Source: an optimization exercise on an open RTL-to-GDS flow (aim: small area, a short achievable clock period and few clock cycles per item). Production flows keep margins and buffers that such runs may drop.
In this exercise RTL edits were held to simulation tests only and were not proved equivalent to the original.

### config.mk
export PLATFORM = sky130hd
export DESIGN_NAME = nearest_palette_colour_quantizer
export DESIGN_NICKNAME = nearest_palette_colour_quantizer
export VERILOG_FILES = /design/flow/design.v
export SDC_FILE = /design/flow/constraint.sdc
export NUM_CORES = 4
export LEC_CHECK = 0
export CAP_MARGIN = 20
export CORE_MARGIN = 2
export CORE_UTILIZATION = 50
export CTS_CLUSTER_DIAMETER = 100
export CTS_CLUSTER_SIZE = 30
export SETUP_SLACK_MARGIN = 2.8
export SLEW_MARGIN = 20
export SYNTH_HIERARCHICAL = 1
### design.v
`default_nettype none
package npq_pkg;
  localparam int PALETTE_ENTRIES_MAX = 16;
  localparam int COLOR_W             = 8;
  localparam int ENTRY_W             = 4;
  localparam int DIST_W              = 18;
  localparam int RGB_W               = 24;
  localparam int PAIR_W              = 48;
  localparam int CFG_INDEX_W         = 4;
  localparam int CODE_W              = 8;
endpackage
`default_nettype wire
`default_nettype none
module npq_lane (
  input  wire logic        clk,
  input  wire logic [7:0]  a0,
  input  wire logic [7:0]  a1,
  input  wire logic [7:0]  a2,
  output logic      [17:0] sq_dist
);
  logic [5:0] lo;
  logic lo_c;
  logic [11:0] ra, rb;
  logic w1;
  logic w2;
  logic w3;
  logic w4;
  logic w5;
  logic w6;
  logic w7;
  logic w8;
  logic w9;
  logic w10;
  logic w11;
  logic w12;
  logic w13;
  logic w14;
  logic w15;
  logic w16;
  logic w17;
  logic w18;
  logic w19;
  logic w20;
  logic w21;
  logic w22;
  logic w23;
  logic w24;
  logic w25;
  logic w26;
  logic w27;
  logic w28;
  logic w29;
  logic w30;
  logic w31;
  logic w32;
  logic w33;
  logic w34;
  logic w35;
  logic w36;
  logic w37;
  logic w38;
  logic w39;
  logic w40;
  logic w41;
  logic w42;
  logic w43;
  logic w44;
  logic w45;
  logic w46;
  logic w47;
  logic w48;
  logic w49;
  logic w50;
  logic w51;
  logic w52;
  logic w53;
  logic w54;
  logic w55;
  logic w56;
  logic w57;
  logic w58;
  logic w59;
  logic w60;
  logic w61;
  logic w62;
  logic w63;
  logic w64;
  logic w65;
  logic w66;
  logic w67;
  logic w68;
  logic w69;
  logic w70;
  logic w71;
  logic w72;
  logic w73;
  logic w74;
  logic w75;
  logic w76;
  logic w77;
  logic w78;
  logic w79;
  logic w80;
  logic w81;
  logic w82;
  logic w83;
  logic w84;
  logic w85;
  logic w86;
  logic w87;
  logic w88;
  logic w89;
  logic w90;
  logic w91;
  logic w92;
  logic w93;
  logic w94;
  logic w95;
  logic w96;
  logic w97;
  logic w98;
  logic w99;
  logic w100;
  logic w101;
  logic w102;
  logic w103;
  logic w104;
  logic w105;
  logic w106;
  logic w107;
  logic w108;
  logic w109;
  logic w110;
  logic w111;
  logic w112;
  logic w113;
  logic w114;
  logic w115;
  logic w116;
  logic w117;
  logic w118;
  logic w119;
  logic w120;
  logic w121;
  logic w122;
  logic w123;
  logic w124;
  logic w125;
  logic w126;
  logic w127;
  logic w128;
  logic w129;
  logic w130;
  logic w131;
  logic w132;
  logic w133;
  logic w134;
  logic w135;
  logic w136;
  logic w137;
  logic w138;
  logic w139;
  logic w140;
  logic w141;
  logic w142;
  logic w143;
  logic w144;
  logic w145;
  logic w146;
  logic w147;
  logic w148;
  logic w149;
  logic w150;
  logic w151;
  logic w152;
  logic w153;
  logic w154;
  logic w155;
  logic w156;
  logic w157;
  logic w158;
  logic w159;
  logic w160;
  logic w161;
  logic w162;
  logic w163;
  logic w164;
  logic w165;
  logic w166;
  logic w167;
  logic w168;
  logic w169;
  logic w170;
  logic w171;
  logic w172;
  logic w173;
  logic w174;
  logic w175;
  logic w176;
  logic w177;
  logic w178;
  logic w179;
  logic w180;
  logic w181;
  logic w182;
  logic w183;
  logic w184;
  logic w185;
  logic w186;
  logic w187;
  logic w188;
  logic w189;
  logic w190;
  logic w191;
  logic w192;
  logic w193;
  logic w194;
  logic w195;
  logic w196;
  logic w197;
  logic w198;
  logic w199;
  logic w200;
  logic w201;
  logic w202;
  logic w203;
  logic w204;
  logic w205;
  logic w206;
  logic w207;
  logic w208;
  logic w209;
  logic w210;
  logic w211;
  logic w212;
  logic w213;
  logic w214;
  logic w215;
  logic w216;
  logic w217;
  logic w218;
  logic w219;
  logic w220;
  logic w221;
  logic w222;
  logic w223;
  logic w224;
  logic w225;
  logic w226;
  logic w227;
  logic w228;
  logic w229;
  logic w230;
  logic w231;
  logic w232;
  logic w233;
  logic w234;
  logic w235;
  logic w236;
  logic w237;
  logic w238;
  logic w239;
  logic w240;
  logic w241;
  logic w242;
  logic w243;
  logic w244;
  logic w245;
  logic w246;
  logic w247;
  logic w248;
  logic w249;
  logic w250;
  logic w251;
  logic w252;
  logic w253;
  logic w254;
  logic w255;
  logic w256;
  logic w257;
  logic w258;
  logic w259;
  logic w260;
  logic w261;
  logic w262;
  logic w263;
  logic w264;
  logic w265;
  logic w266;
  logic w267;
  logic w268;
  logic w269;
  logic w270;
  logic w271;
  logic w272;
  logic w273;
  logic w274;
  logic w275;
  logic w276;
  logic w277;
  logic w278;
  logic w279;
  logic w280;
  logic w281;
  logic w282;
  logic w283;
  logic w284;
  logic w285;
  logic w286;
  logic w287;
  logic w288;
  assign w1 = a0[0];
  assign w2 = (a0[1] & ~a0[0]);
  assign w3 = (a0[0] & a0[1]);
  assign w4 = (a0[2] & ~a0[1]);
  assign w5 = (a0[1] & a0[2]);
  assign w6 = (a0[3] & ~a0[2]);
  assign w7 = (a0[2] & a0[3]);
  assign w8 = (a0[4] & ~a0[3]);
  assign w9 = (a0[3] & a0[4]);
  assign w10 = (a0[5] & ~a0[4]);
  assign w11 = (a0[4] & a0[5]);
  assign w12 = (a0[6] & ~a0[5]);
  assign w13 = (a0[5] & a0[6]);
  assign w14 = (a0[7] & ~a0[6]);
  assign w15 = (a0[6] & a0[7]);
  assign w16 = (a0[0] & a0[2]);
  assign w17 = (a0[0] & a0[3]);
  assign w18 = (a0[0] & a0[4]);
  assign w19 = (a0[0] & a0[5]);
  assign w20 = (a0[0] & a0[6]);
  assign w21 = (a0[0] & a0[7]);
  assign w22 = (a0[1] & a0[3]);
  assign w23 = (a0[1] & a0[4]);
  assign w24 = (a0[1] & a0[5]);
  assign w25 = (a0[1] & a0[6]);
  assign w26 = (a0[1] & a0[7]);
  assign w27 = (a0[2] & a0[4]);
  assign w28 = (a0[2] & a0[5]);
  assign w29 = (a0[2] & a0[6]);
  assign w30 = (a0[2] & a0[7]);
  assign w31 = (a0[3] & a0[5]);
  assign w32 = (a0[3] & a0[6]);
  assign w33 = (a0[3] & a0[7]);
  assign w34 = (a0[4] & a0[6]);
  assign w35 = (a0[4] & a0[7]);
  assign w36 = (a0[5] & a0[7]);
  assign w37 = a1[0];
  assign w38 = (a1[1] & ~a1[0]);
  assign w39 = (a1[0] & a1[1]);
  assign w40 = (a1[2] & ~a1[1]);
  assign w41 = (a1[1] & a1[2]);
  assign w42 = (a1[3] & ~a1[2]);
  assign w43 = (a1[2] & a1[3]);
  assign w44 = (a1[4] & ~a1[3]);
  assign w45 = (a1[3] & a1[4]);
  assign w46 = (a1[5] & ~a1[4]);
  assign w47 = (a1[4] & a1[5]);
  assign w48 = (a1[6] & ~a1[5]);
  assign w49 = (a1[5] & a1[6]);
  assign w50 = (a1[7] & ~a1[6]);
  assign w51 = (a1[6] & a1[7]);
  assign w52 = (a1[0] & a1[2]);
  assign w53 = (a1[0] & a1[3]);
  assign w54 = (a1[0] & a1[4]);
  assign w55 = (a1[0] & a1[5]);
  assign w56 = (a1[0] & a1[6]);
  assign w57 = (a1[0] & a1[7]);
  assign w58 = (a1[1] & a1[3]);
  assign w59 = (a1[1] & a1[4]);
  assign w60 = (a1[1] & a1[5]);
  assign w61 = (a1[1] & a1[6]);
  assign w62 = (a1[1] & a1[7]);
  assign w63 = (a1[2] & a1[4]);
  assign w64 = (a1[2] & a1[5]);
  assign w65 = (a1[2] & a1[6]);
  assign w66 = (a1[2] & a1[7]);
  assign w67 = (a1[3] & a1[5]);
  assign w68 = (a1[3] & a1[6]);
  assign w69 = (a1[3] & a1[7]);
  assign w70 = (a1[4] & a1[6]);
  assign w71 = (a1[4] & a1[7]);
  assign w72 = (a1[5] & a1[7]);
  assign w73 = a2[0];
  assign w74 = (a2[1] & ~a2[0]);
  assign w75 = (a2[0] & a2[1]);
  assign w76 = (a2[2] & ~a2[1]);
  assign w77 = (a2[1] & a2[2]);
  assign w78 = (a2[3] & ~a2[2]);
  assign w79 = (a2[2] & a2[3]);
  assign w80 = (a2[4] & ~a2[3]);
  assign w81 = (a2[3] & a2[4]);
  assign w82 = (a2[5] & ~a2[4]);
  assign w83 = (a2[4] & a2[5]);
  assign w84 = (a2[6] & ~a2[5]);
  assign w85 = (a2[5] & a2[6]);
  assign w86 = (a2[7] & ~a2[6]);
  assign w87 = (a2[6] & a2[7]);
  assign w88 = (a2[0] & a2[2]);
  assign w89 = (a2[0] & a2[3]);
  assign w90 = (a2[0] & a2[4]);
  assign w91 = (a2[0] & a2[5]);
  assign w92 = (a2[0] & a2[6]);
  assign w93 = (a2[0] & a2[7]);
  assign w94 = (a2[1] & a2[3]);
  assign w95 = (a2[1] & a2[4]);
  assign w96 = (a2[1] & a2[5]);
  assign w97 = (a2[1] & a2[6]);
  assign w98 = (a2[1] & a2[7]);
  assign w99 = (a2[2] & a2[4]);
  assign w100 = (a2[2] & a2[5]);
  assign w101 = (a2[2] & a2[6]);
  assign w102 = (a2[2] & a2[7]);
  assign w103 = (a2[3] & a2[5]);
  assign w104 = (a2[3] & a2[6]);
  assign w105 = (a2[3] & a2[7]);
  assign w106 = (a2[4] & a2[6]);
  assign w107 = (a2[4] & a2[7]);
  assign w108 = (a2[5] & a2[7]);
  npq_fa u_w109 (.a(w7), .b(w20), .c(w24), .s(w109), .co(w110));
  assign w111 = w27 ^ w43;
  assign w112 = w27 & w43;
  npq_fa u_w113 (.a(w8), .b(w21), .c(w25), .s(w113), .co(w114));
  npq_fa u_w115 (.a(w28), .b(w44), .c(w57), .s(w115), .co(w116));
  assign w117 = w61 ^ w64;
  assign w118 = w61 & w64;
  npq_fa u_w119 (.a(w9), .b(w26), .c(w29), .s(w119), .co(w120));
  npq_fa u_w121 (.a(w31), .b(w45), .c(w62), .s(w121), .co(w122));
  npq_fa u_w123 (.a(w65), .b(w67), .c(w81), .s(w123), .co(w124));
  npq_fa u_w125 (.a(w10), .b(w30), .c(w32), .s(w125), .co(w126));
  assign w127 = w46 ^ w66;
  assign w128 = w46 & w66;
  npq_fa u_w129 (.a(w11), .b(w33), .c(w34), .s(w129), .co(w130));
  npq_fa u_w131 (.a(w5), .b(w18), .c(w22), .s(w131), .co(w132));
  assign w133 = w41 ^ w54;
  assign w134 = w41 & w54;
  npq_fa u_w135 (.a(w6), .b(w19), .c(w23), .s(w135), .co(w136));
  npq_fa u_w137 (.a(w42), .b(w55), .c(w59), .s(w137), .co(w138));
  assign w139 = w78 ^ w91;
  assign w140 = w78 & w91;
  npq_fa u_w141 (.a(w56), .b(w60), .c(w63), .s(w141), .co(w142));
  npq_fa u_w143 (.a(w79), .b(w92), .c(w96), .s(w143), .co(w144));
  npq_fa u_w145 (.a(w99), .b(w111), .c(w109), .s(w145), .co(w146));
  npq_fa u_w147 (.a(w80), .b(w93), .c(w97), .s(w147), .co(w148));
  npq_fa u_w149 (.a(w100), .b(w112), .c(w117), .s(w149), .co(w150));
  npq_fa u_w151 (.a(w110), .b(w113), .c(w115), .s(w151), .co(w152));
  npq_fa u_w153 (.a(w98), .b(w101), .c(w103), .s(w153), .co(w154));
  npq_fa u_w155 (.a(w118), .b(w114), .c(w116), .s(w155), .co(w156));
  npq_fa u_w157 (.a(w119), .b(w121), .c(w123), .s(w157), .co(w158));
  npq_fa u_w159 (.a(w68), .b(w82), .c(w102), .s(w159), .co(w160));
  npq_fa u_w161 (.a(w104), .b(w127), .c(w120), .s(w161), .co(w162));
  npq_fa u_w163 (.a(w122), .b(w124), .c(w125), .s(w163), .co(w164));
  npq_fa u_w165 (.a(w47), .b(w69), .c(w70), .s(w165), .co(w166));
  npq_fa u_w167 (.a(w83), .b(w105), .c(w106), .s(w167), .co(w168));
  npq_fa u_w169 (.a(w128), .b(w126), .c(w129), .s(w169), .co(w170));
  npq_fa u_w171 (.a(w12), .b(w35), .c(w48), .s(w171), .co(w172));
  npq_fa u_w173 (.a(w71), .b(w84), .c(w107), .s(w173), .co(w174));
  npq_fa u_w175 (.a(w13), .b(w36), .c(w49), .s(w175), .co(w176));
  npq_fa u_w177 (.a(w3), .b(w16), .c(w39), .s(w177), .co(w178));
  npq_fa u_w179 (.a(w4), .b(w17), .c(w40), .s(w179), .co(w180));
  assign w181 = w53 ^ w76;
  assign w182 = w53 & w76;
  npq_fa u_w183 (.a(w58), .b(w77), .c(w90), .s(w183), .co(w184));
  npq_fa u_w185 (.a(w94), .b(w133), .c(w131), .s(w185), .co(w186));
  npq_fa u_w187 (.a(w95), .b(w134), .c(w139), .s(w187), .co(w188));
  npq_fa u_w189 (.a(w132), .b(w135), .c(w137), .s(w189), .co(w190));
  npq_fa u_w191 (.a(w140), .b(w136), .c(w138), .s(w191), .co(w192));
  npq_fa u_w193 (.a(w141), .b(w143), .c(w145), .s(w193), .co(w194));
  npq_fa u_w195 (.a(w142), .b(w144), .c(w147), .s(w195), .co(w196));
  npq_fa u_w197 (.a(w149), .b(w146), .c(w151), .s(w197), .co(w198));
  npq_fa u_w199 (.a(w148), .b(w153), .c(w150), .s(w199), .co(w200));
  npq_fa u_w201 (.a(w155), .b(w152), .c(w157), .s(w201), .co(w202));
  npq_fa u_w203 (.a(w154), .b(w159), .c(w156), .s(w203), .co(w204));
  npq_fa u_w205 (.a(w161), .b(w158), .c(w163), .s(w205), .co(w206));
  npq_fa u_w207 (.a(w160), .b(w165), .c(w167), .s(w207), .co(w208));
  npq_fa u_w209 (.a(w162), .b(w164), .c(w169), .s(w209), .co(w210));
  npq_fa u_w211 (.a(w130), .b(w166), .c(w168), .s(w211), .co(w212));
  npq_fa u_w213 (.a(w171), .b(w173), .c(w170), .s(w213), .co(w214));
  npq_fa u_w215 (.a(w72), .b(w85), .c(w108), .s(w215), .co(w216));
  npq_fa u_w217 (.a(w172), .b(w174), .c(w175), .s(w217), .co(w218));
  npq_fa u_w219 (.a(w14), .b(w50), .c(w86), .s(w219), .co(w220));
  assign w221 = w52 ^ w75;
  assign w222 = w52 & w75;
  npq_fa u_w223 (.a(w89), .b(w181), .c(w178), .s(w223), .co(w224));
  npq_fa u_w225 (.a(w182), .b(w180), .c(w183), .s(w225), .co(w226));
  npq_fa u_w227 (.a(w184), .b(w187), .c(w186), .s(w227), .co(w228));
  npq_fa u_w229 (.a(w188), .b(w191), .c(w190), .s(w229), .co(w230));
  npq_fa u_w231 (.a(w192), .b(w195), .c(w194), .s(w231), .co(w232));
  npq_fa u_w233 (.a(w196), .b(w199), .c(w198), .s(w233), .co(w234));
  npq_fa u_w235 (.a(w200), .b(w203), .c(w202), .s(w235), .co(w236));
  npq_fa u_w237 (.a(w207), .b(w204), .c(w206), .s(w237), .co(w238));
  npq_fa u_w239 (.a(w211), .b(w208), .c(w213), .s(w239), .co(w240));
  npq_fa u_w241 (.a(w215), .b(w212), .c(w217), .s(w241), .co(w242));
  npq_fa u_w243 (.a(w176), .b(w216), .c(w219), .s(w243), .co(w244));
  npq_fa u_w245 (.a(w15), .b(w51), .c(w87), .s(w245), .co(w246));
  assign w247 = w1 ^ w37;
  assign w248 = w1 & w37;
  assign w249 = w2 ^ w38;
  assign w250 = w2 & w38;
  npq_fa u_w251 (.a(w88), .b(w221), .c(w177), .s(w251), .co(w252));
  npq_fa u_w253 (.a(w222), .b(w179), .c(w223), .s(w253), .co(w254));
  npq_fa u_w255 (.a(w224), .b(w225), .c(w185), .s(w255), .co(w256));
  npq_fa u_w257 (.a(w226), .b(w189), .c(w227), .s(w257), .co(w258));
  npq_fa u_w259 (.a(w228), .b(w229), .c(w193), .s(w259), .co(w260));
  npq_fa u_w261 (.a(w230), .b(w197), .c(w231), .s(w261), .co(w262));
  npq_fa u_w263 (.a(w201), .b(w232), .c(w233), .s(w263), .co(w264));
  npq_fa u_w265 (.a(w205), .b(w234), .c(w235), .s(w265), .co(w266));
  npq_fa u_w267 (.a(w209), .b(w236), .c(w237), .s(w267), .co(w268));
  npq_fa u_w269 (.a(w210), .b(w238), .c(w239), .s(w269), .co(w270));
  npq_fa u_w271 (.a(w214), .b(w241), .c(w240), .s(w271), .co(w272));
  npq_fa u_w273 (.a(w218), .b(w243), .c(w242), .s(w273), .co(w274));
  npq_fa u_w275 (.a(w220), .b(w245), .c(w244), .s(w275), .co(w276));
  assign w277 = w247 ^ w73;
  assign w278 = w247 & w73;
  assign w279 = w248 ^ w278;
  assign w280 = w248 & w278;
  assign w281 = w249 ^ w74 ^ w280;
  assign w282 = (w249 & w74) | (w249 & w280) | (w74 & w280);
  assign w283 = w251 ^ w250 ^ w282;
  assign w284 = (w251 & w250) | (w251 & w282) | (w250 & w282);
  assign w285 = w253 ^ w252 ^ w284;
  assign w286 = (w253 & w252) | (w253 & w284) | (w252 & w284);
  assign w287 = w255 ^ w254 ^ w286;
  assign w288 = (w255 & w254) | (w255 & w286) | (w254 & w286);
  assign ra[11] = 1'b0;
  assign rb[11] = 1'b0;
  always_ff @(posedge clk) begin
      lo[0] <= w277;
      lo[1] <= w279;
      lo[2] <= w281;
      lo[3] <= w283;
      lo[4] <= w285;
      lo[5] <= w287;
      lo_c <= w288;
      ra[0] <= w257;
      ra[1] <= w259;
      ra[2] <= w261;
      ra[3] <= w263;
      ra[4] <= w265;
      ra[5] <= w267;
      ra[6] <= w269;
      ra[7] <= w271;
      ra[8] <= w273;
      ra[9] <= w275;
      ra[10] <= w246;
      rb[0] <= w256;
      rb[1] <= w258;
      rb[2] <= w260;
      rb[3] <= w262;
      rb[4] <= w264;
      rb[5] <= w266;
      rb[6] <= w268;
      rb[7] <= w270;
      rb[8] <= w272;
      rb[9] <= w274;
      rb[10] <= w276;
  end
  always_ff @(posedge clk) sq_dist <= {ra + rb + 12'(lo_c), lo};
endmodule
module npq_fa (
  input  wire logic a,
  input  wire logic b,
  input  wire logic c,
  output logic      s,
  output logic      co
);
  assign s  = a ^ b ^ c;
  assign co = (a & b) | (a & c) | (b & c);
endmodule
`default_nettype wire
`default_nettype none
module nearest_palette_colour_quantizer #(
  parameter int PALETTE_ENTRIES = npq_pkg::PALETTE_ENTRIES_MAX
) (
  input  wire logic                              clk,
  input  wire logic                              rst,
  input  wire logic                              cfg_valid,
  output logic                                   cfg_ready,
  input  wire logic [npq_pkg::CFG_INDEX_W-1:0]   cfg_index,
  input  wire logic [npq_pkg::PAIR_W-1:0]        cfg_data,
  input  wire logic                              in_valid,
  output logic                                   in_ready,
  input  wire logic [npq_pkg::COLOR_W-1:0]       red,
  input  wire logic [npq_pkg::COLOR_W-1:0]       green,
  input  wire logic [npq_pkg::COLOR_W-1:0]       blue,
  input  wire logic [npq_pkg::COLOR_W-1:0]       alpha,
  output logic                                   out_valid,
  input  wire logic                              out_ready,
  output logic      [npq_pkg::ENTRY_W-1:0]       nearest_entry,
  output logic      [npq_pkg::DIST_W-1:0]        best_distance,
  output logic      [npq_pkg::CODE_W-1:0]        pixel_code,
  output logic                                   is_transparent
);
  logic [23:0] pal [16];
  logic        take, deq;
  logic [3:0]  inflight;           
  logic [3:0]  inflight_nx;
  logic [4:0]  v, t;               
  logic [7:0]  ad1 [16][3];        
  logic [17:0] sqd [16];           
  logic [17:0] gmin [4];           
  logic [1:0]  gidx [4];           
  assign cfg_ready = 1'b1;
  logic [47:0] wd;
  assign wd = cfg_data & {48{!rst}};
  always_ff @(posedge clk) begin
    for (int k = 0; k < 8; k++) begin
      if ((cfg_valid && cfg_index == 4'(k)) || rst) begin
        pal[2*k]   <= wd[23:0];
        pal[2*k+1] <= wd[47:24];
      end
    end
  end
  assign deq      = out_valid && out_ready;
  assign take     = in_valid && in_ready;
  assign inflight_nx = inflight + 4'(take) - 4'(deq);
  always_ff @(posedge clk) begin
    if (rst) begin
      inflight <= '0;
      in_ready <= 1'b1;
      v <= '0;
    end else begin
      inflight <= inflight_nx;
      in_ready <= inflight_nx != 4'd7;
      v <= {v[3:0], take};
    end
  end
  function automatic logic [7:0] absdiff(input logic [7:0] p, input logic [7:0] e);
    logic [7:0] g, t;
    logic [8:0] c0, c1;
    g = p & ~e;
    t = ~(p ^ e);
    c0[0] = 1'b0;
    c1[0] = 1'b1;
    for (int i = 0; i < 8; i++) begin
      c0[i+1] = g[i] | (t[i] & c0[i]);
      c1[i+1] = g[i] | (t[i] & c1[i]);
    end
    absdiff = t ^ (c1[8] ? c1[7:0] : ~c0[7:0]);
  endfunction
  always_ff @(posedge clk) begin
    t <= {t[3:0], alpha != 8'hFF};
    for (int n = 0; n < 16; n++) begin
      ad1[n][0] <= absdiff(red,   pal[n][23:16]);
      ad1[n][1] <= absdiff(green, pal[n][15:8]);
      ad1[n][2] <= absdiff(blue,  pal[n][7:0]);
    end
  end
  for (genvar n = 0; n < 16; n++) begin : g_lane
    npq_lane u_lane (.clk(clk), .a0(ad1[n][0]), .a1(ad1[n][1]), .a2(ad1[n][2]), .sq_dist(sqd[n]));
  end
  function automatic logic [19:0] min4(input logic [17:0] a0, input logic [17:0] a1,
                                       input logic [17:0] a2, input logic [17:0] a3);
    logic c01, c02, c03, c12, c13, c23;
    logic w0, w1, w2, w3;
    c01 = a1 < a0;  c02 = a2 < a0;  c03 = a3 < a0;
    c12 = a2 < a1;  c13 = a3 < a1;  c23 = a3 < a2;
    w0 = !c01 && !c02 && !c03;
    w1 =  c01 && !c12 && !c13;
    w2 =  c02 &&  c12 && !c23;
    w3 =  c03 &&  c13 &&  c23;
    min4[17:0]  = ({18{w0}} & a0) | ({18{w1}} & a1) | ({18{w2}} & a2) | ({18{w3}} & a3);
    min4[19:18] = {w2 | w3, w1 | w3};
  endfunction
  function automatic logic lt18(input logic [17:0] a, input logic [17:0] b);
    logic c;
    c = 1'b0;
    for (int i = 0; i < 18; i++) c = (!a[i] && b[i]) || ((!a[i] || b[i]) && c);
    lt18 = c;
  endfunction
  function automatic logic [19:0] min4r(input logic [17:0] a0, input logic [17:0] a1,
                                        input logic [17:0] a2, input logic [17:0] a3);
    logic c01, c02, c03, c12, c13, c23;
    logic w0, w1, w2, w3;
    c01 = lt18(a1, a0);  c02 = lt18(a2, a0);  c03 = lt18(a3, a0);
    c12 = lt18(a2, a1);  c13 = lt18(a3, a1);  c23 = lt18(a3, a2);
    w0 = !c01 && !c02 && !c03;
    w1 =  c01 && !c12 && !c13;
    w2 =  c02 &&  c12 && !c23;
    w3 =  c03 &&  c13 &&  c23;
    min4r[17:0]  = ({18{w0}} & a0) | ({18{w1}} & a1) | ({18{w2}} & a2) | ({18{w3}} & a3);
    min4r[19:18] = {w2 | w3, w1 | w3};
  endfunction
  always_ff @(posedge clk) begin
    for (int q = 0; q < 4; q++) begin
      {gidx[q], gmin[q]} <= min4r(sqd[4*q], sqd[4*q+1], sqd[4*q+2], sqd[4*q+3]);
    end
  end
  logic [19:0] fin;
  logic [22:0] res;                
  always_comb begin
    fin = min4(gmin[0], gmin[1], gmin[2], gmin[3]);
    res[22]    = t[3];
    res[17:0]  = fin[17:0];
    case (fin[19:18])
      2'd0: res[21:18] = {2'd0, gidx[0]};
      2'd1: res[21:18] = {2'd1, gidx[1]};
      2'd2: res[21:18] = {2'd2, gidx[2]};
      default: res[21:18] = {2'd3, gidx[3]};
    endcase
  end
  logic [22:0] res5;
  always_ff @(posedge clk) res5 <= res;
  logic [22:0] q [7];
  logic [3:0]  qcount;
  logic [3:0]  qcount_nx;
  logic [3:0]  wpos;
  assign wpos = qcount - 4'(deq);
  assign qcount_nx = qcount + 4'(v[4]) - 4'(deq);
  always_ff @(posedge clk) begin
    for (int i = 0; i < 7; i++) begin
      if (v[4] && wpos == 4'(i)) begin
        q[i] <= res5;
      end else if (deq) begin
        q[i] <= (i == 6) ? q[i] : q[(i == 6) ? i : i + 1];
      end
    end
  end
  always_ff @(posedge clk) begin
    if (rst) begin
      qcount <= '0;
      out_valid <= 1'b0;
    end else begin
      qcount <= qcount_nx;
      out_valid <= qcount_nx != 4'd0;
    end
  end
  assign is_transparent = q[0][22];
  assign nearest_entry  = q[0][21:18];
  assign best_distance  = q[0][17:0];
  assign pixel_code     = {q[0][21:18] & {4{!q[0][22]}}, {4{q[0][22]}}};
endmodule
`default_nettype wire
### run.sh
#!/bin/bash
# synth_recipe.tcl (not shown) runs the flow's synth.tcl, then flattens the netlist and writes it again
# the make line also repeats each setting of config.mk as NAME=value (left out here)
make -C /OpenROAD-flow-scripts/flow DESIGN_CONFIG=/design/flow/config.mk WORK_HOME=/design/flow/orfs CLKGATE_MAP_FILE= SYNTH_SCRIPT=/design/flow/synth_recipe.tcl finish
### constraint.sdc
create_clock -name core_clock -period 6.0 [get_ports {clk}]
set_input_delay 1.2000 -clock core_clock [delete_from_list [all_inputs] [get_ports {clk}]]
set_output_delay 1.2000 -clock core_clock [all_outputs]
set_load 0.01 [all_outputs]
==> results of run 1 <==
-- per-module statistics from Yosys, one instance, submodules excluded --
module	area [um^2]	cells inside	copies in the design
nearest_palette_colour_quantizer	60580	5838	1
npq_fa	20.02	1	1200
npq_lane	2381	246	16
-- flip-flops by register name (all words and copies together), names as in the netlist --
register	flops
ad1	384
pal	384
g_lane.u_lane.sq_dist	288
g_lane.u_lane.ra	176
g_lane.u_lane.rb	176
q	161
g_lane.u_lane.lo	96
gmin	72
res5	23
g_lane.u_lane.lo_c	16
gidx	8
v	5
inflight	4
qcount	4
t	4
in_ready	1
out_valid	1
-- layer usage --
metal  track usage, %  vias up
met3            4.700      561
met1            39.03    42180
met2            46.27     2936
li1                 -    37807
met4            12.67       12
met5                0        -
-- logic make-up (layout without fill, tap and decap cells) --
kind of cell	Yosys count	after routing	synth area share, %
adders and majority gates	2339	2339	31.60
buffers and inverters	1462	1748	4.512
and+or+nand+nor	2651	2661	12.57
other	1	62	0.003056
xor gates and xnor gates	471	471	3.362
DFF	1803	1803	33.86
AOI/OAI and AO/OA	1916	1919	11.25
muxes	331	331	2.841
-- worst paths after layout --
path | start | end | slack [ps]
min reg2reg | g_lane[9].u_lane.lo[5] | g_lane[9].u_lane.sq_dist[5] | 310
max | g_lane[11].u_lane.sq_dist[0] | gmin[2][8] | 2520
min | g_lane[9].u_lane.lo[5] | g_lane[9].u_lane.sq_dist[5] | 310
max reg2reg | g_lane[11].u_lane.sq_dist[0] | gmin[2][8] | 2520
-- critical path, stage by stage (launching register included) --
cell      delay, ps
dfxtp_4         390
nand2b_4        140
maj3_2          320
maj3_2          320
maj3_2          350
o31ai_4         190
buf_6           170
a21boi_2         60
o311a_1         320
a211o_4         320
and2b_4         380
a221o_2         380
-- layout make-up --
class	count	area, um^2
antenna	61	152.6
clock buffer	109	2385
clock inverter	56	783.3
fill	20942	109000
inverter	1285	4840
multi-input combinational	7722	77400
sequential	1803	42060
tap	3202	4006
timing repair buffer	298	3077
-- timing repair --
| action | 4_1_cts | 5_1_grt |
|---|---|---|
| resized for setup | 345 | 382 |
| cloned | 12 | 7 |
| buffers inserted | 63 | 40 |
| setup endpoints to repair | 730 | 610 |
| pin swaps | 43 | 70 |
-- cell usage in the layout, fill, tap and decap left out, drive strengths merged, types with 56 or more instances in the layout --
| cell | instances |
|---|---|
| a211oi | 112 |
| a21o | 419 |
| a21oi | 437 |
| a221o | 68 |
| a31oi | 110 |
| and2 | 1352 |
| buf | 186 |
| clkbuf | 111 |
| clkdlybuf4s50 | 101 |
| dfxtp | 1258 |
| diode | 61 |
| edfxtp | 545 |
| fa | 1314 |
| ha | 880 |
| inv | 1320 |
| maj3 | 145 |
| mux2 | 138 |
| mux2i | 193 |
| nand2 | 253 |
| nand2b | 126 |
| nand3 | 194 |
| nor2 | 134 |
| nor2b | 428 |
| nor4 | 69 |
| o211ai | 56 |
| o21ai | 107 |
| o21bai | 115 |
| o221ai | 80 |
| o22ai | 65 |
| o311ai | 68 |
| xnor2 | 388 |
| xor2 | 83 |
-- per-stage QoR --
stage               area, um^2  instances  setup slack [ps]  hold slack [ps]
detailed placement      128100      14188              1285            312.1
CTS                     133300      14428              2504            313.3
finish                  134700      14536              2525            312.5
global placement        128000      14185              1217            311.4
global route            134600      14496              2508            317.9
floorplan               122900      10974              2674            309.6
==> impl_metrics.csv, run 1 <==
group,metric,value,unit
status,status,"no timing/DRC/antenna violations",
worst_setup_path,reg2reg_depth,11,
logic_synthesis,yosysMostFrequentCell,"and2_1",
clock_network,clock_sinks,1803,
logic_synthesis,synth_edf_count,545,
die,ios,123,
clock_network,cts_tree,"yes",
route,wl_per_cell,25.04,um
logic_synthesis,synth_area_leaders,"fa_1, dfxtp_1, edfxtp_1",
worst_setup_path,worstPathArrival,4160,ps
logic_synthesis,ys_async_sr_fraction,0,%
logic_synthesis,ys_ff_latch,1803,
placement,port_buffers,121,
finish,post-route-util,55.28,%
logic_synthesis,syn-num-nets,13257,
logic_synthesis,synth_area_leader_cell,"fa_1",
logic_synthesis,syn_inst,10974,
worst_setup_path,critPathRequiredTime,6680,ps
worst_setup_path,cp_max_fo,9,
route,drt_iter0_markers,6858,
clock_network,numCtsBuffers,89,
logic_synthesis,synth_area,122700,um^2
grt,track_usage,28.98,%
timing,slew_viol_final,0,
route,dr.pass1.iters,9,
route,ant_nets,0,
grt,grt_max_degree,44,
route,drcViolationCount,0,
logic_synthesis,ys_seq_area_share,33.86,%
die,die_y,499.4,um
grt,grt_pass1_wl,542900,um
flow_run,cap_violations,0,
grt,first_global_vias,85797,
grt,grt_remaining_overflow,0,
route,vias,83496,
timing,max_freq,287.7,MHz
die,dieArea,249400,um^2
timing,period_needed,3475,ps
worst_setup_path,cp-start-kind,"register",
logic_synthesis,synth_commonest_cells,"and2_1, fa_1, inv_1",
timing,skew,43.81,ps
route,m1WireLength,153600,um
hold_path,min_path_cells,0,
placement,gp_congestion,0.9397,
clock_network,path_clk_slew,110,ps
die,num_rows,181,
route,met3WireLength,26370,um
timing,setup_viol,0,
finish,nNetsFinal,13482,
grt,antenna_found_initial,69,
logic_synthesis,synth_cell_type_count,92,
clock_network,hold_buffers,0,
hold_path,hold_class,"reg2reg",
route,vias_per_cell,5.744,
timing,tns,0,ps
logic_synthesis,synth_top_area_share,21.44,%
clock_network,insertion_delay,800,ps
route,finalWirelength,364000,um
timing,timing.final.crit_share,57.92,%
worst_setup_path,end_kind,"register",
worst_setup_path,critical_path_class,"reg2reg",
timing,hold_viol_final,0,
clock_network,h-tree-depth,3,
placement,dp_hpwl,270300,um
logic_synthesis,ys_warn_count,19,
die,core_area,243700,um^2
finish,syn2layout_area_growth,9.787,%
timing,tightestPinTransition,1246,ps
die,die_x,499.4,um
die,initial_utilization,50.35,%
logic_synthesis,synth_flop_cell,"dfxtp_1",
route,top_layer_used,"met5",
logic_synthesis,avgSynthCellArea,11.18,um^2
timing,slew_headroom,16.53,%
finish,drive_gt1_share,10.64,%
route,wl_met2,167400,um
clock_network,clockBufferDepth,3,
clock_network,cts_root_buf,"clkbuf_16",
timing,rsz0062_at_grt,"yes",
Testbench counts, summed over its fixed seeds: cycles 16,048, items 16,000.
==> run 2, diff against run 1 <==
--- a/design.v
+++ b/design.v
@@ -591,7 +591,7 @@
   output logic      [npq_pkg::CODE_W-1:0]        pixel_code,
   output logic                                   is_transparent
 );
-  logic [23:0] pal [16];
+  logic [23:0] pal_n [16];
   logic        take, deq;
   logic [3:0]  inflight;           
   logic [3:0]  inflight_nx;
@@ -602,12 +602,12 @@
   logic [1:0]  gidx [4];           
   assign cfg_ready = 1'b1;
   logic [47:0] wd;
-  assign wd = cfg_data & {48{!rst}};
+  assign wd = ~cfg_data | {48{rst}};
   always_ff @(posedge clk) begin
     for (int k = 0; k < 8; k++) begin
       if ((cfg_valid && cfg_index == 4'(k)) || rst) begin
-        pal[2*k]   <= wd[23:0];
-        pal[2*k+1] <= wd[47:24];
+        pal_n[2*k]   <= wd[23:0];
+        pal_n[2*k+1] <= wd[47:24];
       end
     end
   end
@@ -625,11 +625,11 @@
       v <= {v[3:0], take};
     end
   end
-  function automatic logic [7:0] absdiff(input logic [7:0] p, input logic [7:0] e);
+  function automatic logic [7:0] absdiff(input logic [7:0] p, input logic [7:0] en);
     logic [7:0] g, t;
     logic [8:0] c0, c1;
-    g = p & ~e;
-    t = ~(p ^ e);
+    g = p & en;
+    t = p ^ en;
     c0[0] = 1'b0;
     c1[0] = 1'b1;
     for (int i = 0; i < 8; i++) begin
@@ -641,9 +641,9 @@
   always_ff @(posedge clk) begin
     t <= {t[3:0], alpha != 8'hFF};
     for (int n = 0; n < 16; n++) begin
-      ad1[n][0] <= absdiff(red,   pal[n][23:16]);
-      ad1[n][1] <= absdiff(green, pal[n][15:8]);
-      ad1[n][2] <= absdiff(blue,  pal[n][7:0]);
+      ad1[n][0] <= absdiff(red,   pal_n[n][23:16]);
+      ad1[n][1] <= absdiff(green, pal_n[n][15:8]);
+      ad1[n][2] <= absdiff(blue,  pal_n[n][7:0]);
     end
   end
   for (genvar n = 0; n < 16; n++) begin : g_lane
@@ -662,28 +662,9 @@
     min4[17:0]  = ({18{w0}} & a0) | ({18{w1}} & a1) | ({18{w2}} & a2) | ({18{w3}} & a3);
     min4[19:18] = {w2 | w3, w1 | w3};
   endfunction
-  function automatic logic lt18(input logic [17:0] a, input logic [17:0] b);
-    logic c;
-    c = 1'b0;
-    for (int i = 0; i < 18; i++) c = (!a[i] && b[i]) || ((!a[i] || b[i]) && c);
-    lt18 = c;
-  endfunction
-  function automatic logic [19:0] min4r(input logic [17:0] a0, input logic [17:0] a1,
-                                        input logic [17:0] a2, input logic [17:0] a3);
-    logic c01, c02, c03, c12, c13, c23;
-    logic w0, w1, w2, w3;
-    c01 = lt18(a1, a0);  c02 = lt18(a2, a0);  c03 = lt18(a3, a0);
-    c12 = lt18(a2, a1);  c13 = lt18(a3, a1);  c23 = lt18(a3, a2);
-    w0 = !c01 && !c02 && !c03;
-    w1 =  c01 && !c12 && !c13;
-    w2 =  c02 &&  c12 && !c23;
-    w3 =  c03 &&  c13 &&  c23;
-    min4r[17:0]  = ({18{w0}} & a0) | ({18{w1}} & a1) | ({18{w2}} & a2) | ({18{w3}} & a3);
-    min4r[19:18] = {w2 | w3, w1 | w3};
-  endfunction
   always_ff @(posedge clk) begin
     for (int q = 0; q < 4; q++) begin
-      {gidx[q], gmin[q]} <= min4r(sqd[4*q], sqd[4*q+1], sqd[4*q+2], sqd[4*q+3]);
+      {gidx[q], gmin[q]} <= min4(sqd[4*q], sqd[4*q+1], sqd[4*q+2], sqd[4*q+3]);
     end
   end
   logic [19:0] fin;
--- a/config.mk
+++ b/config.mk
@@ -9,7 +9,7 @@
 export CORE_MARGIN = 2
 export CORE_UTILIZATION = 50
 export CTS_CLUSTER_DIAMETER = 100
-export CTS_CLUSTER_SIZE = 30
-export SETUP_SLACK_MARGIN = 2.8
+export CTS_CLUSTER_SIZE = 22
+export SETUP_SLACK_MARGIN = 2.9
 export SLEW_MARGIN = 20
 export SYNTH_HIERARCHICAL = 1
==> impl_metrics.csv, run 2 <==
group,metric,value,unit
clock_network,insertion_delay,820,ps
grt,gr-usage-met3,3.878,%
timing,max_freq,319.8,MHz
finish,fin_cells,14602,
route,vias,83007,
logic_synthesis,synth_area_leaders,"fa_1, dfxtp_1, edfxtp_1",
die,core_area,248400,um^2
logic_synthesis,synth_cell_type_count,86,
grt,grt_pass1_wl,533300,um
logic_synthesis,synth_commonest_cells,"and2_1, fa_1, ha_1",
worst_setup_path,critPathRequiredTime,6670,ps
grt,met1_usage,38.22,%
finish,multiInputGateArea,81060,um^2
route,dr.pass1.iters,9,
timing,tns,0,ps
placement,gp_congestion,0.9186,
logic_synthesis,synth_edf_count,545,
finish,mostFrequentLayoutCell,"and2_1",
logic_synthesis,ys_ff_latch,1803,
finish,n_fill_cell,21209,
worst_setup_path,critical_path_class,"reg2reg",
timing,rsz0062_at_grt,"yes",
logic_synthesis,ys_async_sr_fraction,0,%
finish,seqCellArea,42320,um^2
die,num_rows,183,
finish,nNetsFinal,13827,
logic_synthesis,ys_seq_area_share,33.31,%
worst_setup_path,cp-start-kind,"register",
grt,antenna_found_initial,75,
logic_synthesis,ys_warn_count,19,
flow_run,cap_violations,0,
clock_network,cts_tree,"yes",
clock_network,h-tree-depth,3,
logic_synthesis,synth_flop_cell,"dfxtp_1",
grt,first_global_vias,85857,
clock_network,path_clk_slew,100,ps
logic_synthesis,synth_area,124800,um^2
route,drt_iter0_markers,7142,
logic_synthesis,yosysMostFrequentCell,"and2_1",
finish,largest_registers,"ad1 x384, pal_n x384, g_lane.u_lane.sq_dist x288",
timing,slew_headroom,17.73,%
timing,hold_viol_final,0,
worst_setup_path,worstPathArrival,3790,ps
die,initial_utilization,50.22,%
route,vias_per_cell,5.685,
clock_network,numCtsBuffers,100,
timing,period_needed,3127,ps
logic_synthesis,synth_top_area_share,21.09,%
timing,setup_slack,2873,ps
timing,tightestPinTransition,1234,ps
hold_path,hold_class,"reg2reg",
worst_setup_path,end_kind,"register",
grt,grt_max_degree,49,
worst_setup_path,cpMostUsedCell,"fa_2",
die,die_y,503.5,um
placement,dp_slack,1619,ps
logic_synthesis,avgSynthCellArea,11.53,um^2
die,die_x,503.5,um
route,wl_per_cell,24.41,um
route,drcViolationCount,0,
clock_network,clock_sinks,1803,
clock_network,clockBufferDepth,3,
worst_setup_path,path_cells,"buf_8, nor2b_2, fa_2, fa_2, fa_2, fa_2, fa_1",
placement,dp_hpwl,272700,um
route,finalWirelength,356500,um
timing,timing.final.crit_share,52.12,%
finish,syn2layout_area_growth,9.264,%
status,status,"no timing/DRC/antenna violations",
logic_synthesis,synth_area_leader_cell,"fa_1",
grt,grt_remaining_overflow,0,
grt,track_usage,28.13,%
worst_setup_path,crit_family,"adder cells",
placement,place_inst,14269,
timing,whs,320.1,ps
grt,grt-busiest-layer,"met2",
timing,setup_viol,0,
logic_synthesis,syn-num-nets,13512,
timing,skew,36.92,ps
finish,layout_common_cells,"and2_1, ha_1, fa_1",
grt,use_met2,45.40,%
worst_setup_path,slowest_stage,"fa_2",
worst_setup_path,cp_max_fo,6,
logic_synthesis,syn_inst,10821,
placement,port_buffers,121,
die,ios,123,
die,dieArea,253500,um^2
worst_setup_path,cpPeakStageDelay,580,ps
timing,slew_viol_final,0,
clock_network,cts_root_buf,"clkbuf_16",
route,ant_nets,0,
worst_setup_path,cp.buffers_inverters,1,
finish,drive_gt1_share,10.22,%
==> run 2: cell types whose count changed in the layout (fill, tap and decap cells not counted), moves of 87 or more <==
cell	change
xor2_1	+143
a21oi_1	+146
dfxtp_2	-93
nor2_1	+106
nand2b_1	+87
dfxtp_4	+101
nand3_1	-106
xnor2_1	-183
inv_1	-506
o21a_1	+96
ha_1	+425
maj3_1	-133
o21ai_0	+87
o21ai_1	+96
==> run 2: cell families after synthesis <==
kind of cell | Yosys count | synth area share, %
multiplexers | 400 | 3.348
flip-flops | 1803 | 33.31
XOR/XNOR | 431 | 3.026
adder cells (fa/ha/maj) | 2602 | 34.00
AND/OR/NAND/NOR | 2832 | 13.39
other | 1 | 0.003006
AO/OA/AOI/OAI | 1896 | 10.30
buffers and inverters | 856 | 2.627
==> run 2: what timing repair did <==
| action | in CTS | in global routing |
|---|---|---|
| cloned | 6 | 1 |
| resized for setup | 369 | 356 |
| setup endpoints to repair | 656 | 370 |
| pin swaps | 11 | 64 |
| setup buffers | 20 | 68 |
| hold buffers | 0 | 0 |
==> run 2: final timing paths <==
| path | depth (start not counted) | to | from | slack [ps] |
|---|---|---|---|---|
| setup / recovery | 7 | g_lane[14].u_lane.ra[3] | ad1[42][3] | 2870 |
| hold / removal | 0 | g_lane[9].u_lane.sq_dist[0] | g_lane[9].u_lane.lo[0] | 320 |
| setup reg to reg | 7 | g_lane[14].u_lane.ra[3] | ad1[42][3] | 2870 |
| hold reg to reg | 0 | g_lane[9].u_lane.sq_dist[0] | g_lane[9].u_lane.lo[0] | 320 |
==> run 2: final cells by class <==
cell class | count | share of cell area [%]
Antenna cell | 54 | 0.09914
Clock buffer | 160 | 2.086
Clock inverter | 24 | 0.2203
Inverter | 778 | 2.155
Multi-Input combinational cell | 8167 | 59.47
Sequential cell | 1803 | 31.05
Tap cell | 3330 | 3.057
Timing Repair Buffer | 286 | 1.872
==> run 2: routing by layer <==
layer,wire length (um),part of all wire (%)
met1,151400,42
met2,163700,46
met3,25880,7.3
met4,15370,4.3
met5,80,0.022
==> run 2: Yosys stat by module, one instance, submodules excluded <==
module | flip-flops and latches | area [um^2] | cells
nearest_palette_colour_quantizer | 1051 | 62650 | 5701
npq_lane | 47 | 2380 | 245
npq_fa | 0 | 20.02 | 1
==> run 2: through the flow <==
| stage | cell area, um^2 | util (%) |
|---|---|---|
| global route | 136200 | 54.82 |
| detailed placement | 130600 | 52.57 |
| global placement | 130600 | 52.56 |
| finish | 136300 | 54.87 |
| floorplan | 125100 | - |
| CTS | 134600 | 54.19 |
Testbench counts of run 2, summed over its fixed seeds: cycles 16,048, items 16,000.
==> run 3, diff against run 2 <==
--- a/config.mk
+++ b/config.mk
@@ -7,7 +7,7 @@
 export LEC_CHECK = 0
 export CAP_MARGIN = 20
 export CORE_MARGIN = 2
-export CORE_UTILIZATION = 50
+export CORE_UTILIZATION = 60
 export CTS_CLUSTER_DIAMETER = 100
 export CTS_CLUSTER_SIZE = 22
 export SETUP_SLACK_MARGIN = 2.9
==> impl_metrics.csv, run 3 <==
group,metric,value,unit
status,status,"no timing/DRC/antenna violations",
timing,max_freq,320.7,MHz
logic_synthesis,ys_ff_latch,1803,
route,drcViolationCount,0,
grt,track_usage,33.50,%
worst_setup_path,end_kind,"register",
finish,drive_gt1_share,9.636,%
hold_path,hold_class,"reg2reg",
route,ant_nets,0,
worst_setup_path,reg2reg_depth,6,
placement,dp_hpwl,265700,um
worst_setup_path,cp_max_fo,11,
timing,rsz0062_at_grt,"yes",
logic_synthesis,synth_flop_cell,"dfxtp_1",
route,vias,84145,
logic_synthesis,syn-num-nets,13512,
worst_setup_path,path_cells,"buf_2, buf_4, ha_1, a21o_1, a21oi_2, mux2i_1, xnor2_1",
route,finalWirelength,354900,um
finish,largest_registers,"ad1 x384, pal_n x384, g_lane.u_lane.sq_dist x288",
clock_network,h-tree-depth,3,
flow_run,cap_violations,0,
grt,antenna_found_initial,79,
worst_setup_path,reg2reg_from,"ad1[14][3]",
logic_synthesis,synth_cell_type_count,86,
clock_network,clock_sinks,1803,
logic_synthesis,synth_edf_count,545,
route,wl_per_cell,25.43,um
placement,port_buffers,121,
worst_setup_path,worstPathArrival,3850,ps
timing,setup_viol,0,
clock_network,path_clk_slew,100,ps
worst_setup_path,r2r_slack,2930,ps
worst_setup_path,crit_end,"ad1[22][4]",
route,drt_iter0_markers,7297,
die,ios,123,
die,dieArea,211600,um^2
timing,tns,0,ps
logic_synthesis,ys_async_sr_fraction,0,%
finish,mostFrequentLayoutCell,"and2_1",
logic_synthesis,ys_warn_count,19,
finish,syn2layout_area_growth,8.341,%
timing,hold_viol_final,0,
die,initial_utilization,60.31,%
logic_synthesis,ys_seq_area_share,33.31,%
logic_synthesis,synth_area,124800,um^2
grt,grt_pass1_wl,528700,um
clock_network,numCtsBuffers,95,
timing,slew_viol_final,0,
placement,dp_slack,1662,ps
timing,period_needed,3118,ps
worst_setup_path,cp-start-kind,"primary input",
timing,tightestPinTransition,1130,ps
logic_synthesis,syn_inst,10821,
logic_synthesis,synth_area_leader_cell,"fa_1",
worst_setup_path,cp-startpoint,"green[6]",
die,die_y,460.0,um
route,vias_per_cell,6.030,
logic_synthesis,avgSynthCellArea,11.53,um^2
logic_synthesis,synth_commonest_cells,"and2_1, fa_1, ha_1",
finish,layout_common_cells,"and2_1, ha_1, fa_1",
logic_synthesis,synth_top_area_share,21.09,%
die,num_rows,167,
die,core_area,206900,um^2
timing,setup_slack,2882,ps
grt,grt_max_degree,49,
placement,gp_congestion,0.9344,
worst_setup_path,slowest_stage,"buf_2",
clock_network,insertion_delay,800,ps
timing,skew,38.20,ps
clock_network,clockBufferDepth,3,
logic_synthesis,yosysMostFrequentCell,"and2_1",
timing,timing.final.crit_share,51.97,%
logic_synthesis,synth_area_leaders,"fa_1, dfxtp_1, edfxtp_1",
worst_setup_path,critPathRequiredTime,6730,ps
worst_setup_path,reg2reg_to,"g_lane[4].u_lane.ra[4]",
timing,slew_headroom,24.69,%
clock_network,hold_buffers,0,
grt,first_global_vias,86364,
worst_setup_path,critical_path_class,"in2reg",
die,die_x,460.0,um
route,dr.pass1.iters,9,
finish,fin_area,135200,um^2
clock_network,cts_root_buf,"clkbuf_16",
finish,nNetsFinal,13789,
grt,grt_remaining_overflow,0,
placement,placed_area,129900,um^2
clock_network,cts_tree,"yes",
worst_setup_path,cpPeakStageDelay,810,ps
-- run 3: cell families after synthesis --
family	count (synthesis)	synth area share, %
AND/OR/NAND/NOR	2832	13.39
adder cells (fa/ha/maj)	2602	34.00
AO/OA/AOI/OAI	1896	10.30
flip-flops	1803	33.31
buffers and inverters	856	2.627
XOR/XNOR	431	3.026
multiplexers	400	3.348
other	1	0.003006
-- run 3: worst min path at each step --
stage	from	end	slack (ps)	depth (start not counted)
after floorplan	g_lane[0].u_lane.lo[0]	g_lane[0].u_lane.sq_dist[0]	310	0
after global placement	g_lane[11].u_lane.lo[2]	g_lane[11].u_lane.sq_dist[2]	310	0
after detailed placement	g_lane[0].u_lane.lo[4]	g_lane[0].u_lane.sq_dist[4]	310	0
after CTS	g_lane[6].u_lane.lo[3]	g_lane[6].u_lane.sq_dist[3]	320	0
after global routing	g_lane[7].u_lane.lo[0]	g_lane[7].u_lane.sq_dist[0]	330	0
final	g_lane[6].u_lane.lo[3]	g_lane[6].u_lane.sq_dist[3]	320	0
-- run 3: critical path: cells and delay by family --
kind / cells / cell delay, ps
buffers and inverters: 2 / 1260
AO/OA/AOI/OAI: 2 / 580
adder cells (fa/ha/maj): 1 / 350
multiplexers: 1 / 290
XOR/XNOR: 1 / 140
-- run 3: layout make-up --
| class | count | area, um^2 |
|---|---|---|
| Antenna cell | 85 | 212.7 |
| Clock buffer | 147 | 2624 |
| Clock inverter | 18 | 271.5 |
| Fill cell | 15941 | 71710 |
| Inverter | 778 | 2938 |
| Multi-Input combinational cell | 8165 | 81070 |
| Sequential cell | 1803 | 42290 |
| Tap cell | 2704 | 3383 |
| Timing Repair Buffer | 255 | 2365 |
-- run 3: per-stage QoR --
stage / cells / utilization, % / hold WS, ps
floorplan: 10821 / - / 309.6
global placement: 13646 / 62.78 / 310.3
detailed placement: 13646 / 62.79 / 312.1
CTS: 13832 / 64.54 / 322.4
global route: 13878 / 65.24 / 332.3
finish: 13955 / 65.34 / 320.5
-- run 3: repair_timing --
action / in CTS / in global routing
pin swaps: 9 / 64
resized for setup: 286 / 396
cloned: 3 / 2
setup endpoints to repair: 590 / 513
buffers inserted: 18 / 36
-- run 3: Yosys stat by module, one instance, submodules excluded --
| module | flops+latches | cell area [um^2] | cells | times used |
|---|---|---|---|---|
| npq_fa | 0 | 20.02 | 1 | 1200 |
| npq_lane | 47 | 2380 | 245 | 16 |
| nearest_palette_colour_quantizer | 1051 | 62650 | 5701 | 1 |
-- run 3: routing by layer --
metal | track usage (%) | routed length, um | vias to the layer above | share of wire, %
li1 | - | - | 37926 | -
met1 | 43.80 | 143100 | 42311 | 40
met2 | 53.06 | 163100 | 3128 | 46
met3 | 5.551 | 27290 | 758 | 7.7
met4 | 19.00 | 21250 | 22 | 6.0
met5 | 0 | 149 | - | 0.042
==> run 4, diff against run 3 <==
--- a/design.v
+++ b/design.v
@@ -682,28 +682,37 @@
   end
   logic [22:0] res5;
   always_ff @(posedge clk) res5 <= res;
-  logic [22:0] q [7];
-  logic [3:0]  qcount;
-  logic [3:0]  qcount_nx;
-  logic [3:0]  wpos;
-  assign wpos = qcount - 4'(deq);
-  assign qcount_nx = qcount + 4'(v[4]) - 4'(deq);
+  localparam int QB = 6;
+  logic [22:0] q [1];
+  logic [22:0] qb [QB];
+  logic [2:0]  wp, rp;
+  logic [2:0]  bcount;
+  logic        head_from_b, head_from_res, b_write, b_empty;
+  assign b_empty       = bcount == 3'd0;
+  assign head_from_b   = deq && !b_empty;
+  assign head_from_res = v[4] && (!out_valid || deq) && b_empty;
+  assign b_write       = v[4] && !head_from_res;
   always_ff @(posedge clk) begin
-    for (int i = 0; i < 7; i++) begin
-      if (v[4] && wpos == 4'(i)) begin
-        q[i] <= res5;
-      end else if (deq) begin
-        q[i] <= (i == 6) ? q[i] : q[(i == 6) ? i : i + 1];
-      end
+    if (head_from_b) begin
+      q[0] <= qb[rp];
+    end else if (head_from_res) begin
+      q[0] <= res5;
+    end
+    if (b_write) begin
+      qb[wp] <= res5;
     end
   end
   always_ff @(posedge clk) begin
     if (rst) begin
-      qcount <= '0;
+      wp <= '0;
+      rp <= '0;
+      bcount <= '0;
       out_valid <= 1'b0;
     end else begin
-      qcount <= qcount_nx;
-      out_valid <= qcount_nx != 4'd0;
+      if (b_write) wp <= (wp == 3'(QB - 1)) ? 3'd0 : wp + 3'd1;
+      if (head_from_b) rp <= (rp == 3'(QB - 1)) ? 3'd0 : rp + 3'd1;
+      bcount <= bcount + 3'(b_write) - 3'(head_from_b);
+      out_valid <= (out_valid && !deq) || head_from_b || head_from_res;
     end
   end
   assign is_transparent = q[0][22];
==> impl_metrics.csv, run 4 <==
group,metric,value,unit
logic_synthesis,synth_edf_count,545,
hold_path,hp-start,"g_lane[6].u_lane.lo[5]",
route,vias,84618,
logic_synthesis,synth_area,124200,um^2
worst_setup_path,cp-start-kind,"register",
clock_network,hold_buffers,0,
timing,max_freq,318.4,MHz
worst_setup_path,slowest_stage,"or4_4",
logic_synthesis,synth_commonest_cells,"and2_1, fa_1, ha_1",
clock_network,clockBufferDepth,3,
route,wl_per_cell,25.86,um
logic_synthesis,syn-num-nets,13512,
logic_synthesis,ys_async_sr_fraction,0,%
logic_synthesis,synth_cell_type_count,79,
finish,syn2layout_area_growth,9.439,%
die,core_area,205200,um^2
grt,antenna_found_initial,64,
worst_setup_path,reg2reg_to,"gmin[0][14]",
grt,grt_pass1_wl,539500,um
timing,timing.final.crit_share,52.35,%
timing,slew_headroom,25.63,%
clock_network,cts_tree,"yes",
worst_setup_path,worstPathArrival,3820,ps
route,drt_iter0_markers,6563,
finish,mostFrequentLayoutCell,"and2_1",
timing,tns,0,ps
placement,port_buffers,121,
route,drcViolationCount,0,
logic_synthesis,synth_top_area_share,21.18,%
worst_setup_path,r2r_slack,2860,ps
timing,rsz0062_at_grt,"yes",
grt,first_global_vias,87590,
worst_setup_path,end_kind,"register",
logic_synthesis,ys_seq_area_share,33.59,%
die,die_x,458.9,um
grt,track_usage,34.31,%
hold_path,min_path_cells,0,
timing,period_needed,3141,ps
hold_path,hold_class,"reg2reg",
worst_setup_path,cpMostUsedCell,"buf_4",
worst_setup_path,reg2reg_depth,12,
placement,gp_congestion,0.9452,
worst_setup_path,reg2reg_from,"g_lane[1].u_lane.sq_dist[12]",
clock_network,insertion_delay,810,ps
worst_setup_path,cp_max_fo,8,
logic_synthesis,yosysMostFrequentCell,"and2_1",
placement,dp_hpwl,271400,um
die,die_y,458.9,um
route,ant_nets,0,
hold_path,hold_path_end,"g_lane[6].u_lane.sq_dist[5]",
logic_synthesis,ys_ff_latch,1811,
finish,drive_gt1_share,9.986,%
timing,slew_viol_final,0,
timing,tightestPinTransition,1116,ps
grt,grt_remaining_overflow,0,
route,dr.pass1.iters,10,
timing,whs,328.9,ps
logic_synthesis,avgSynthCellArea,11.47,um^2
finish,nNetsFinal,13855,
die,dieArea,210600,um^2
finish,largest_registers,"ad1 x384, pal_n x384, g_lane.u_lane.sq_dist x288",
finish,layout_common_cells,"and2_1, ha_1, fa_1",
route,vias_per_cell,6.030,
worst_setup_path,critical_path_class,"reg2reg",
flow_run,cap_violations,0,
clock_network,cts_root_buf,"clkbuf_16",
logic_synthesis,syn_inst,10825,
timing,skew,42.11,ps
clock_network,path_clk_slew,90,ps
status,status,"no timing/DRC/antenna violations",
die,num_rows,166,
clock_network,numCtsBuffers,100,
logic_synthesis,synth_flop_cell,"dfxtp_1",
logic_synthesis,ys_warn_count,19,
logic_synthesis,synth_area_leader_cell,"fa_1",
die,initial_utilization,60.52,%
die,ios,123,
worst_setup_path,path_cells,"inv_1, ha_1, nand4_1, or4_4, a21oi_4, a2111oi_4, buf_4, nor4bb_4, buf_4, a222oi_1, o21ai_2, buf_16",
worst_setup_path,cpPeakStageDelay,560,ps
timing,hold_viol_final,0,
logic_synthesis,synth_area_leaders,"fa_1, dfxtp_1, edfxtp_1",
clock_network,clock_sinks,1811,
worst_setup_path,critPathRequiredTime,6680,ps
clock_network,h-tree-depth,3,
grt,grt_max_degree,49,
timing,setup_viol,0,
route,finalWirelength,362900,um
## run 4: changes by cell type in the layout (fill, tap and decap cells not counted), sizes merged, moves of 15 or more
cell    change
buf        +63
o21ai      +76
nor2b      -32
mux4       +23
mux2      -138
nor3       +19
o311ai     +16
inv        +45
nand3      +19
a21boi     +15
## run 4: final cells by class
type                            instances  area (um^2)
Clock inverter                         25        397.9
Clock buffer                          155         2730
Timing Repair Buffer                  320         2960
Multi-Input combinational cell       8117        80620
Tap cell                             2688         3363
Fill cell                           15787        69300
Sequential cell                      1811        42500
Inverter                              818         3089
Antenna cell                           99        247.7
## run 4: cells by family after synthesis
logic type,Yosys count,share of synthesized area (%)
adder cells (fa/ha/maj),2598,34.12
buffers and inverters,900,2.757
AO/OA/AOI/OAI,1984,10.64
other,1,0.003020
multiplexers,294,2.602
AND/OR/NAND/NOR,2807,13.26
flip-flops,1811,33.59
XOR/XNOR,430,3.033
## run 4: per-module statistics from Yosys (local to each module, per instance)
module / cells / area [um^2] / flops+latches / times used
nearest_palette_colour_quantizer: 5689 / 62060 / 1059 / 1
npq_fa: 1 / 20.02 / 0 / 1200
npq_lane: 246 / 2381 / 47 / 16
## run 4: worst max path at each step
| stage | from | endpoint | slack (ps) | depth (start not counted) |
|---|---|---|---|---|
| after floorplan | out_ready | qb[2][0] | 2690 | 3 |
| after global placement | g_lane[2].u_lane.sq_dist[11] | gmin[0][14] | 970 | 9 |
| after detailed placement | blue[1] | ad1[20][5] | 1590 | 11 |
| after CTS | g_lane[6].u_lane.sq_dist[12] | gmin[1][3] | 2790 | 9 |
| after global routing | gmin[0][5] | res5[19] | 2740 | 11 |
| final | g_lane[1].u_lane.sq_dist[12] | gmin[0][14] | 2860 | 12 |
## run 4: critical path: cells and delay by family (launching register included)
family,cells,cell delay [ps]
adder cells (fa/ha/maj),1,310
AND/OR/NAND/NOR,3,950
buffers and inverters,4,610
flip-flops,1,370
AO/OA/AOI/OAI,4,730
## run 4: stage by stage
step                setup WS, ps  cell area [um^2]  utilization (%)  std cells
floorplan                   2689            124700                -      10825
global placement           966.1            129600            63.17      13633
detailed placement          1589            129700            63.19      13635
CTS                         2795            133900            65.23      13848
global route                2738            135700            66.15      13970
finish                      2859            135900            66.23      14033
## run 4: what timing repair did
action / 4_1_cts / 5_1_grt
setup buffers: 31 / 83
resized for setup: 394 / 413
endpoints found under the setup margin: 551 / 385
pin swaps: 19 / 85
cloned: 2 / 3
## run 4: layer usage
metal	wire length [um]	GRT usage [%]
met4	21630	19.13
met1	142400	43.42
met5	111	0
met3	28830	6.597
met2	169900	55.49
Testbench counts of run 4, summed over its fixed seeds: cycles 16,048, items 16,000.
==> run 5, diff against run 4 <==
--- a/config.mk
+++ b/config.mk
@@ -7,9 +7,10 @@
 export LEC_CHECK = 0
 export CAP_MARGIN = 20
 export CORE_MARGIN = 2
-export CORE_UTILIZATION = 60
+export CORE_UTILIZATION = 66
 export CTS_CLUSTER_DIAMETER = 100
 export CTS_CLUSTER_SIZE = 22
+export PLACE_DENSITY = 0.7
 export SETUP_SLACK_MARGIN = 2.9
 export SLEW_MARGIN = 20
 export SYNTH_HIERARCHICAL = 1
==> impl_metrics.csv, run 5 <==
group,metric,value,unit
worst_setup_path,path_cells,"and2_4, fa_1, fa_1, fa_2, fa_2, fa_1",
timing,rsz0062_at_grt,"yes",
clock_network,numCtsBuffers,98,
logic_synthesis,syn_inst,10825,
worst_setup_path,slowest_stage,"fa_1",
clock_network,clockBufferDepth,3,
logic_synthesis,avgSynthCellArea,11.47,um^2
placement,place_inst,13432,
logic_synthesis,yosys.area_share.simple,13.26,%
route,dr.pass1.iters,10,
worst_setup_path,cp_max_fo,7,
route,finalWirelength,351200,um
clock_network,cts_root_buf,"clkbuf_16",
grt,first_global_vias,87905,
timing,skew,48.25,ps
grt,track_usage,36.54,%
timing,max_freq,319.9,MHz
logic_synthesis,synth_xor_area_share,3.033,%
grt,grt_remaining_overflow,0,
logic_synthesis,yosysMostFrequentCell,"and2_1",
route,met3WireLength,31080,um
die,die_y,437.8,um
clock_network,h-tree-depth,3,
die,core_area,187400,um^2
route,drt_iter0_markers,7623,
route,top_layer_used,"met5",
die,num_rows,159,
route,wl_per_cell,25.51,um
logic_synthesis,synth_top_area_share,21.18,%
finish,layout_common_cells,"and2_1, ha_1, fa_1",
route,drcViolationCount,0,
worst_setup_path,worstPathArrival,3770,ps
worst_setup_path,cpMostUsedCell,"fa_1",
finish,drive_gt1_share,9.711,%
timing,period_needed,3126,ps
logic_synthesis,synth_area_leader_cell,"fa_1",
grt,grt_max_degree,58,
grt,grt_pass1_wl,526300,um
route,vias_per_cell,6.202,
logic_synthesis,synth_flop_cell,"dfxtp_1",
clock_network,clock_sinks,1811,
placement,port_buffers,121,
route,wl_met2,159600,um
logic_synthesis,synth_top_family_by_area,"adder cells",
grt,antenna_found_initial,40,
logic_synthesis,synth_commonest_cells,"and2_1, fa_1, ha_1",
placement,dp_hpwl,262500,um
logic_synthesis,synth-compound-area-share,10.64,%
logic_synthesis,ys_seq_area_share,33.59,%
clock_network,path_clk_slew,100,ps
route,vias,85370,
die,dieArea,191600,um^2
worst_setup_path,critPathRequiredTime,6640,ps
timing,setup_viol,0,
finish,nNetsFinal,13816,
route,m1WireLength,137500,um
die,die_x,437.8,um
clock_network,cts_tree,"yes",
worst_setup_path,cp-start-kind,"register",
die,initial_utilization,66.26,%
timing,tns,0,ps
logic_synthesis,synth_area_leaders,"fa_1, dfxtp_1, edfxtp_1",
die,ios,123,
timing,slew_headroom,26.39,%
status,status,"no timing/DRC/antenna violations",
clock_network,hold_buffers,0,
timing,slew_viol_final,0,
finish,mostFrequentLayoutCell,"and2_1",
worst_setup_path,end_kind,"register",
[run 5: changes by cell type in the layout (fill, tap and decap cells not counted), moves of 6 or more]
cell / previous run / this run
buf_6: 16 / 10
dfxtp_4: 148 / 131
o21ai_0: 263 / 275
diode_2: 99 / 67
clkbuf_1: 54 / 48
o21ai_2: 47 / 30
fa_2: 64 / 57
dfxtp_1: 933 / 918
ha_1: 1273 / 1263
dfxtp_2: 185 / 217
fa_1: 1250 / 1257
buf_4: 157 / 136
[run 5: repair_timing]
| action | in CTS | in global routing |
|---|---|---|
| setup buffers | 31 | 56 |
| cloned | 2 | 3 |
| setup endpoints to repair | 520 | 457 |
| pin swaps | 22 | 86 |
| resized for setup | 335 | 442 |
[run 5: worst paths after layout]
path                           from                           to  slack (ps)  cells after the start
max reg2reg              ad1[24][5]       g_lane[8].u_lane.ra[2]        2870                      6
min          g_lane[8].u_lane.lo[3]  g_lane[8].u_lane.sq_dist[3]         300                      0
max                      ad1[24][5]       g_lane[8].u_lane.ra[2]        2870                      6
min reg2reg  g_lane[8].u_lane.lo[3]  g_lane[8].u_lane.sq_dist[3]         300                      0
[run 5: worst max-delay path: cells and delay by family, from the launching register on]
kind                     cells  cell delay (ps)
adder cells (fa/ha/maj)      5             2420
flip-flops                   1              380
AND/OR/NAND/NOR              1              160
[run 5: logic make-up (layout without fill, tap and decap cells)]
group | after synthesis | after routing
xor gates and xnor gates | 430 | 430
DFF | 1811 | 1811
muxes | 294 | 294
AOI/OAI and AO/OA | 1984 | 1984
adders and majority gates | 2598 | 2598
buffers and inverters | 900 | 1276
other | 1 | 68
and+or+nand+nor | 2807 | 2810
[run 5: layout make-up]
type                    count  area (um^2)
diodes                     67        167.7
clock buffers             153         2774
clock inverters            22        255.2
fillers                 13359        52300
inverters                 818         3097
multi-input cells        8117        80610
flip-flops and latches   1811        42470
well taps                2495         3122
repair buffers            282         2604
repair inverters            1        7.507
[run 5: through the flow]
stage          util [%]  hold WS (ps)  area (um^2)  setup WS, ps
2_1_floorplan         -         309.6       124700          2689
6_report          72.09         299.1       135100          2874
3_3_place_gp      69.00         311.1       129300          1719
3_5_place_dp      69.00         312.1       129300          1651
4_1_cts           71.10         320.8       133200          2894
5_1_grt           72.01         318.8       135000          2794
[run 5: per-module statistics from Yosys, one instance, submodules excluded]
module | times used | flip-flops and latches
nearest_palette_colour_quantizer | 1 | 1059
npq_lane | 16 | 47
npq_fa | 1200 | 0
[run 5: layer usage]
metal  vias up  global-route usage [%]
met1     42840                   47.88
met5         -                       0
li1      37999                       -
met4         4                   20.69
met2      3640                   57.09
met3       887                   7.297

-- port drivers added, routing unchanged --
No port has a modelled driver above. Below, the same layouts with a new extraction and two added sets of constraints.
Step 1, drivers: a clkbuf_16 drives clk and a buf_2 each remaining input, both assumed.
Step 2, shift: input delay + t, output delay - t, t = (earliest + latest rising clock arrival at the registers) / 2. This alone moves slack from input paths to output paths.
a / b / c = no drivers / after step 1 / after step 2; a / b = the first two.
run | shift t [ns] | setup slack, ns | worst setup path at the end | worst data-port slew with drivers (ns)
run 1 | 0.879 | 2.525 / 2.525 / 2.019 | input to register | 0.10
run 2 | 0.875 | 2.873 / 2.873 / 2.084 | input to register | 0.06
run 3 | 0.885 | 2.882 / 2.888 / 2.070 | input to register | 0.13
run 4 | 0.893 | 2.859 / 2.859 / 2.084 | input to register | 0.16
run 5 | 0.880 | 2.874 / 2.874 / 2.091 | input to register | 0.07
After both steps setup and hold are still met in every run listed. For run 3, which loses most, drivers alone change the setup slack by +0.006 ns; drivers and shift together by -0.812 ns.
